Source: an optimization exercise on an open RTL-to-GDS flow (aim: small area, a short achievable clock period and few clock cycles per item). Production flows keep margins and buffers that such runs may drop.
The RTL was checked by simulation tests, not by an equivalence proof against the original design.
Power is estimated from default activity; no workload was simulated.

the baseline:
==> flow/design.v <==
`default_nettype none
package cvl_pkg;
   localparam int COMMAND_W   = 2;
   localparam int VALUE_W     = 32;
   localparam int STATUS_W    = 2;
   localparam int INDEX_OUT_W = 7;
   localparam int OCC_OUT_W   = 8;
   localparam int GROUP_SIZE  = 16;
   localparam int LOC_W       = $clog2(GROUP_SIZE);
   typedef enum logic [COMMAND_W-1:0] {
      CMD_APPEND = 2'd0,
      CMD_DELETE = 2'd1,
      CMD_SEARCH = 2'd2,
      CMD_MODIFY = 2'd3
   } cvl_cmd_type;
   typedef enum logic [STATUS_W-1:0] {
      ST_OK      = 2'd0,
      ST_FULL    = 2'd1,
      ST_EMPTY   = 2'd2,
      ST_NOMATCH = 2'd3
   } cvl_status_type;
   typedef enum logic [2:0] {
      S_IDLE,
      S_MATCH,
      S_GROUP,
      S_RESOLVE,
      S_COMMIT
   } cvl_state_type;
   typedef struct packed {
      logic load;
      logic match;
      logic group;
      logic resolve;
      logic commit;
   } cvl_ctrl_type;
endpackage
`default_nettype wire
`default_nettype none
`default_nettype wire
`default_nettype none
module cvl_nor4
(
   input  logic a,
   input  logic b,
   input  logic c,
   input  logic d,
   output logic y
);
   assign y = ~(a | b | c | d);
endmodule
module cvl_nand4
(
   input  logic a,
   input  logic b,
   input  logic c,
   input  logic d,
   output logic y
);
   assign y = ~(a & b & c & d);
endmodule
module cvl_nand2
(
   input  logic a,
   input  logic b,
   output logic y
);
   assign y = ~(a & b);
endmodule
module cvl_prefix_or128
(
   input  logic [127:0] x,
   output logic [127:0] y
);
   logic [127:0] n1;    
   logic [127:0] p2;    
   logic [127:0] n3;    
   for (genvar j = 0; j < 128; j++) begin : g_bit
      cvl_nor4 u_l1 (
         .a (x[j]),
         .b ((j >= 1) ? x[(j >= 1) ? j - 1 : 0] : 1'b0),
         .c ((j >= 2) ? x[(j >= 2) ? j - 2 : 0] : 1'b0),
         .d ((j >= 3) ? x[(j >= 3) ? j - 3 : 0] : 1'b0),
         .y (n1[j])
      );
      cvl_nand4 u_l2 (
         .a (n1[j]),
         .b ((j >= 4)  ? n1[(j >= 4)  ? j - 4  : 0] : 1'b1),
         .c ((j >= 8)  ? n1[(j >= 8)  ? j - 8  : 0] : 1'b1),
         .d ((j >= 12) ? n1[(j >= 12) ? j - 12 : 0] : 1'b1),
         .y (p2[j])
      );
      cvl_nor4 u_l3 (
         .a (p2[j]),
         .b ((j >= 16) ? p2[(j >= 16) ? j - 16 : 0] : 1'b0),
         .c ((j >= 32) ? p2[(j >= 32) ? j - 32 : 0] : 1'b0),
         .d ((j >= 48) ? p2[(j >= 48) ? j - 48 : 0] : 1'b0),
         .y (n3[j])
      );
      cvl_nand2 u_l4 (
         .a (n3[j]),
         .b ((j >= 64) ? n3[(j >= 64) ? j - 64 : 0] : 1'b1),
         .y (y[j])
      );
   end
endmodule
`default_nettype wire
`default_nettype none
module compacting_value_list
#(
   parameter int DEPTH = 128
) (
   input  logic                      clock,
   input  logic                      reset,
   input  logic                      req_valid,
   output logic                      req_ready,
   input  logic [cvl_pkg::COMMAND_W-1:0]      req_command,
   input  logic signed [cvl_pkg::VALUE_W-1:0] req_value,
   input  logic signed [cvl_pkg::VALUE_W-1:0] req_new_value,
   output logic                      rsp_valid,
   input  logic                      rsp_ready,
   output logic [cvl_pkg::STATUS_W-1:0]       rsp_status,
   output logic [cvl_pkg::INDEX_OUT_W-1:0]    rsp_match_index,
   output logic [cvl_pkg::OCC_OUT_W-1:0]      rsp_occupancy
);
   localparam int W      = cvl_pkg::VALUE_W;
   localparam int IDX_W  = $clog2(DEPTH);
   localparam int CNT_W  = $clog2(DEPTH + 1);
   localparam int RES_W  = cvl_pkg::STATUS_W + IDX_W + CNT_W;
   localparam int QD     = 6;
   localparam int QC_W   = 3;
   logic                     c_valid;
   logic [1:0]               c_cmd;
   logic [W-1:0]             c_key;
   logic [W-1:0]             c_wdata;    
   logic                     c_eqw;      
   logic                     c_eqb;      
   logic                     c_wait;     
   logic                     take;
   logic                     same_key;   
   assign take     = req_valid && req_ready;
   assign same_key = take && c_valid && (req_value == c_key)
                     && ((c_cmd == cvl_pkg::CMD_DELETE) || (c_cmd == cvl_pkg::CMD_MODIFY));
   always_ff @(posedge clock) begin
      if (reset) begin
         c_valid <= 1'b0;
         c_wait  <= 1'b0;
      end else begin
         c_valid <= take || c_wait;
         c_wait  <= same_key;
      end
   end
   always_ff @(posedge clock) begin
      if (!c_wait) begin
         c_cmd   <= req_command;
         c_key   <= req_value;
         c_wdata <= (req_command == cvl_pkg::CMD_MODIFY) ? req_new_value : req_value;
         c_eqw   <= (req_value == c_wdata);
         c_eqb   <= (req_value == p_wdata);
      end else begin
         c_eqb   <= c_eqw;
      end
   end
   logic                     p_valid;
   logic [1:0]               p_cmd;
   logic [W-1:0]             p_wdata;    
   logic [DEPTH-1:0]         p_match;    
   logic                     p_eqw;      
   logic                     b_valid;
   logic [1:0]               b_cmd;
   logic                     b_app, b_del, b_mod;    
   logic [W-1:0]             b_wdata;
   logic [DEPTH-1:0]         b_pre;      
   logic [W-1:0]             entries [DEPTH];
   logic [CNT_W-1:0]         count;
   logic [DEPTH-1:0]         held;       
   logic                     is_app, is_del, is_mod;
   logic                     full, empty, app_ok;
   logic [DEPTH-1:0]         first;      
   logic                     hit;
   logic [DEPTH-1:0]         shift;      
   logic [DEPTH-1:0]         write;      
   logic [DEPTH-1:0]         at_count;   
   logic [DEPTH-1:0]         below;      
   assign is_app = b_app;
   assign is_del = b_del;
   assign is_mod = b_mod;
   assign full   = held[DEPTH-1];
   assign empty  = !held[0];
   assign app_ok = is_app && !full;
   assign below    = held;
   assign at_count = held ^ {held[DEPTH-2:0], 1'b1};
   assign hit   = b_pre[DEPTH-1];
   assign first = b_pre & ~{b_pre[DEPTH-2:0], 1'b0};
   assign shift = {DEPTH{is_del}} & b_pre;
   assign write = ({DEPTH{app_ok}} & at_count) | ({DEPTH{is_mod}} & first);
   logic [DEPTH:0]           raw;
   logic [DEPTH-1:0]         match_next;
   always_comb begin
      for (int j = 0; j < DEPTH; j++) begin
         raw[j] = (entries[j] == c_key) && below[j];
      end
      raw[DEPTH] = 1'b0;
   end
   always_comb begin
      for (int j = 0; j < DEPTH; j++) begin
         match_next[j] = (shift[j] & raw[j+1]) | (write[j] & c_eqb)
                       | (~(shift[j] | write[j]) & raw[j]);
      end
   end
   always_ff @(posedge clock) begin
      p_valid <= c_valid && !c_wait && !reset;
      p_cmd   <= c_cmd;
      p_wdata <= c_wdata;
      p_match <= match_next;
      p_eqw   <= c_eqw;
   end
   logic [DEPTH-1:0]         pm_tree;
   cvl_prefix_or128 u_prefix (
      .x (p_match),
      .y (pm_tree)
   );
   logic [DEPTH:0]           pm;
   logic [DEPTH-1:0]         at_or_above_count;
   logic [DEPTH-1:0]         pre_next;
   assign pm = {pm_tree[DEPTH-1], pm_tree};
   always_comb begin
      for (int j = 0; j < DEPTH; j++) begin
         at_or_above_count[j] = !below[j];
      end
   end
   always_comb begin
      for (int j = 0; j < DEPTH; j++) begin
         if (app_ok) begin
            pre_next[j] = pm[j] | (p_eqw & at_or_above_count[j]);
         end else if (is_del && b_pre[j]) begin
            pre_next[j] = pm[j+1];
         end else if (is_mod && b_pre[j]) begin
            pre_next[j] = pm[j] | p_eqw;
         end else begin
            pre_next[j] = pm[j];
         end
      end
   end
   always_ff @(posedge clock) begin
      b_valid <= p_valid && !reset;
      b_cmd   <= p_cmd;
      b_app   <= p_valid && !reset && (p_cmd == cvl_pkg::CMD_APPEND);
      b_del   <= p_valid && !reset && (p_cmd == cvl_pkg::CMD_DELETE);
      b_mod   <= p_valid && !reset && (p_cmd == cvl_pkg::CMD_MODIFY);
      b_wdata <= p_wdata;
      b_pre   <= pre_next;
   end
   for (genvar j = 0; j < DEPTH; j++) begin : g_cell
      logic [W-1:0] upper;
      if (j < DEPTH - 1) begin : g_upper
         assign upper = entries[j+1];
      end else begin : g_top
         assign upper = entries[j];
      end
      always_ff @(posedge clock) begin
         entries[j] <= ({W{shift[j]}} & upper) | ({W{write[j]}} & b_wdata)
                     | ({W{~(shift[j] | write[j])}} & entries[j]);
      end
   end
   always_ff @(posedge clock) begin
      if (reset) begin
         held <= '0;
      end else begin
         held <= (shift & {1'b0, held[DEPTH-1:1]}) | (~shift & (held | write));
      end
   end
   always_ff @(posedge clock) begin
      if (reset) begin
         count <= '0;
      end else if (app_ok) begin
         count <= count + 1'b1;
      end else if (is_del && hit) begin
         count <= count - 1'b1;
      end
   end
   logic [1:0]               res_status;
   logic [IDX_W-1:0]         res_index;
   logic [IDX_W-1:0]         first_index;
   logic [CNT_W-1:0]         res_occ;
   always_comb begin
      for (int k = 0; k < IDX_W; k++) begin
         first_index[k] = 1'b0;
         for (int m = 0; m < (DEPTH >> (k + 1)); m++) begin
            first_index[k] = first_index[k]
               | (!b_pre[(m << (k + 1)) + (1 << k) - 1]
                  && b_pre[((m + 1) << (k + 1)) - 1]);
         end
      end
   end
   always_comb begin
      res_status = cvl_pkg::ST_OK;
      res_index  = '0;
      res_occ    = count;
      if (b_cmd == cvl_pkg::CMD_APPEND) begin
         if (full) begin
            res_status = cvl_pkg::ST_FULL;
         end else begin
            res_index = count[IDX_W-1:0];
            res_occ   = count + 1'b1;
         end
      end else if (empty) begin
         res_status = cvl_pkg::ST_EMPTY;
      end else if (!hit) begin
         res_status = cvl_pkg::ST_NOMATCH;
      end else begin
         res_index = first_index;
         if (b_cmd == cvl_pkg::CMD_DELETE) res_occ = count - 1'b1;
      end
   end
   logic [RES_W-1:0]         q [QD];
   logic [QC_W-1:0]          q_count;
   logic                     pop, push;
   logic [QC_W-1:0]          wr_pos;
   logic [RES_W-1:0]         res;
   logic                     r_valid;
   logic [RES_W-1:0]         r_res;
   logic                     q_nonempty;
   always_ff @(posedge clock) begin
      r_valid <= b_valid && !reset;
      r_res   <= {res_status, res_index, res_occ};
   end
   assign res    = r_res;
   assign pop    = q_nonempty && rsp_ready;
   assign push   = r_valid;
   assign wr_pos = q_count - QC_W'(pop);
   for (genvar i = 0; i < QD; i++) begin : g_q
      logic [RES_W-1:0] above;
      if (i < QD - 1) begin : g_above
         assign above = q[i+1];
      end else begin : g_last
         assign above = q[i];
      end
      always_ff @(posedge clock) begin
         if (push && (wr_pos == QC_W'(i))) begin
            q[i] <= res;
         end else if (pop) begin
            q[i] <= above;
         end
      end
   end
   logic [QC_W-1:0]          q_count_next;
   assign q_count_next = q_count + QC_W'(push) - QC_W'(pop);
   always_ff @(posedge clock) begin
      if (reset) begin
         q_count    <= '0;
         q_nonempty <= 1'b0;
      end else begin
         q_count    <= q_count_next;
         q_nonempty <= (q_count_next != '0);
      end
   end
   logic [QC_W-1:0]          in_flight, in_flight_next;
   logic                     ready_ff;
   assign in_flight_next = in_flight + QC_W'(take) - QC_W'(pop);
   always_ff @(posedge clock) begin
      if (reset) begin
         in_flight <= '0;
         ready_ff  <= 1'b1;
      end else begin
         in_flight <= in_flight_next;
         ready_ff  <= (in_flight_next < QC_W'(QD)) && !same_key;
      end
   end
   assign req_ready = ready_ff;
   assign rsp_valid       = q_nonempty;
   assign rsp_status      = q[0][RES_W-1 -: 2];
   assign rsp_match_index = q[0][CNT_W +: IDX_W];
   assign rsp_occupancy   = q[0][CNT_W-1:0];
endmodule
`default_nettype wire
clock: 6.0 ns
lec_check: 0
cap_margin: 20
core_margin: 2
core_utilization: 45
cts_cluster_diameter: 80
cts_cluster_size: 20
place_density: 0.55
setup_slack_margin: 3.2
slew_margin: 20
synth_hierarchical: 1
run.sh (not shown) runs the stock make flow with config.mk's settings and CLKGATE_MAP_FILE= SYNTH_SCRIPT=/design/flow/synth_recipe.tcl, a recipe that flattens the netlist after the stock synthesis.
Testbench counts of the baseline, summed over its fixed seeds: cycles 4,841, items 4,800.
Input-level comparison between the candidate and the baseline:
--- a/flow/design.v
+++ b/flow/design.v
@@ -102,12 +102,27 @@
          .y (y[j])
       );
    end
 endmodule
 `default_nettype wire
 `default_nettype none
+module cvl_key_copy
+(
+   input  logic        clock,
+   input  logic        load,
+   input  logic [31:0] d,
+   output logic [31:0] q
+);
+   always_ff @(posedge clock) begin
+      if (load) begin
+         q <= d;
+      end
+   end
+endmodule
+`default_nettype wire
+`default_nettype none
 module compacting_value_list
 #(
    parameter int DEPTH = 128
 ) (
    input  logic                      clock,
    input  logic                      reset,
@@ -127,21 +142,22 @@
    localparam int CNT_W  = $clog2(DEPTH + 1);
    localparam int RES_W  = cvl_pkg::STATUS_W + IDX_W + CNT_W;
    localparam int QD     = 6;
    localparam int QC_W   = 3;
    logic                     c_valid;
    logic [1:0]               c_cmd;
-   logic [W-1:0]             c_key;
+   localparam int KEY_COPIES = 4;
+   logic [W-1:0]             c_key_copy [KEY_COPIES];
    logic [W-1:0]             c_wdata;    
    logic                     c_eqw;      
    logic                     c_eqb;      
    logic                     c_wait;     
    logic                     take;
    logic                     same_key;   
    assign take     = req_valid && req_ready;
-   assign same_key = take && c_valid && (req_value == c_key)
+   assign same_key = take && c_valid && (req_value == c_key_copy[0])
                      && ((c_cmd == cvl_pkg::CMD_DELETE) || (c_cmd == cvl_pkg::CMD_MODIFY));
    always_ff @(posedge clock) begin
       if (reset) begin
          c_valid <= 1'b0;
          c_wait  <= 1'b0;
       end else begin
@@ -149,13 +165,12 @@
          c_wait  <= same_key;
       end
    end
    always_ff @(posedge clock) begin
       if (!c_wait) begin
          c_cmd   <= req_command;
-         c_key   <= req_value;
          c_wdata <= (req_command == cvl_pkg::CMD_MODIFY) ? req_new_value : req_value;
          c_eqw   <= (req_value == c_wdata);
          c_eqb   <= (req_value == p_wdata);
       end else begin
          c_eqb   <= c_eqw;
       end
@@ -192,15 +207,23 @@
    assign hit   = b_pre[DEPTH-1];
    assign first = b_pre & ~{b_pre[DEPTH-2:0], 1'b0};
    assign shift = {DEPTH{is_del}} & b_pre;
    assign write = ({DEPTH{app_ok}} & at_count) | ({DEPTH{is_mod}} & first);
    logic [DEPTH:0]           raw;
    logic [DEPTH-1:0]         match_next;
+   for (genvar k = 0; k < KEY_COPIES; k++) begin : g_key
+      cvl_key_copy u_key (
+         .clock (clock),
+         .load  (!c_wait),
+         .d     (req_value),
+         .q     (c_key_copy[k])
+      );
+   end
    always_comb begin
       for (int j = 0; j < DEPTH; j++) begin
-         raw[j] = (entries[j] == c_key) && below[j];
+         raw[j] = (entries[j] == c_key_copy[j / (DEPTH / KEY_COPIES)]) && below[j];
       end
       raw[DEPTH] = 1'b0;
    end
    always_comb begin
       for (int j = 0; j < DEPTH; j++) begin
          match_next[j] = (shift[j] & raw[j+1]) | (write[j] & c_eqb)
### Flow results
The candidate -> the baseline: initial core utilization flat. Wire length on met2 shrinks by a few percent when moving from the baseline to the candidate. On the candidate: combinational share of power is 0.6 points lower than what the baseline gave. Worst setup slack ends up lower on the baseline. Delta (the candidate minus the baseline): post-route core utilization held, worst IR drop on VDD went down 0.0079 mV. As of the candidate, total of fill cells in the finished design had risen slightly compared to the baseline. In the candidate, final cell area excluding filler cells is higher than in the baseline. The candidate finished end to end and its layout was clean on timing, DRC and antenna.
Testbench counts of the candidate, summed over its fixed seeds: cycles 4,841, items 4,800.

==> afterwards: timing with drivers on the ports <==
How much do the figures lean on ideal ports? The routed layouts below were timed once more, with nothing changed but the port constraints.
Step 1 sets driving cells, clkbuf_16 on the clock port and buf_2 on the other inputs (assumed; they add their load-dependent delay and slew).
Step 2 also shifts input and output timing later by t, the mid clock arrival at the registers, as if the neighbouring blocks saw the same clock.
Slacks: ideal / step 1 / step 2; pairs: ideal / step 1.
| run | t (ns) | setup WS [ns] | worst setup path at the end | cell pins on the clock port's net |
|---|---|---|---|---|
| the baseline | 1.178 | 2.808 / 2.808 / 2.079 | input to register | 1 |
| the candidate | 1.174 | 2.954 / 2.954 / 2.111 | input to register | 1 |
After both steps every run listed still meets setup and hold. The setup slack of the candidate, which loses most, moves by 0.000 ns with the drivers and by -0.843 ns with both steps.
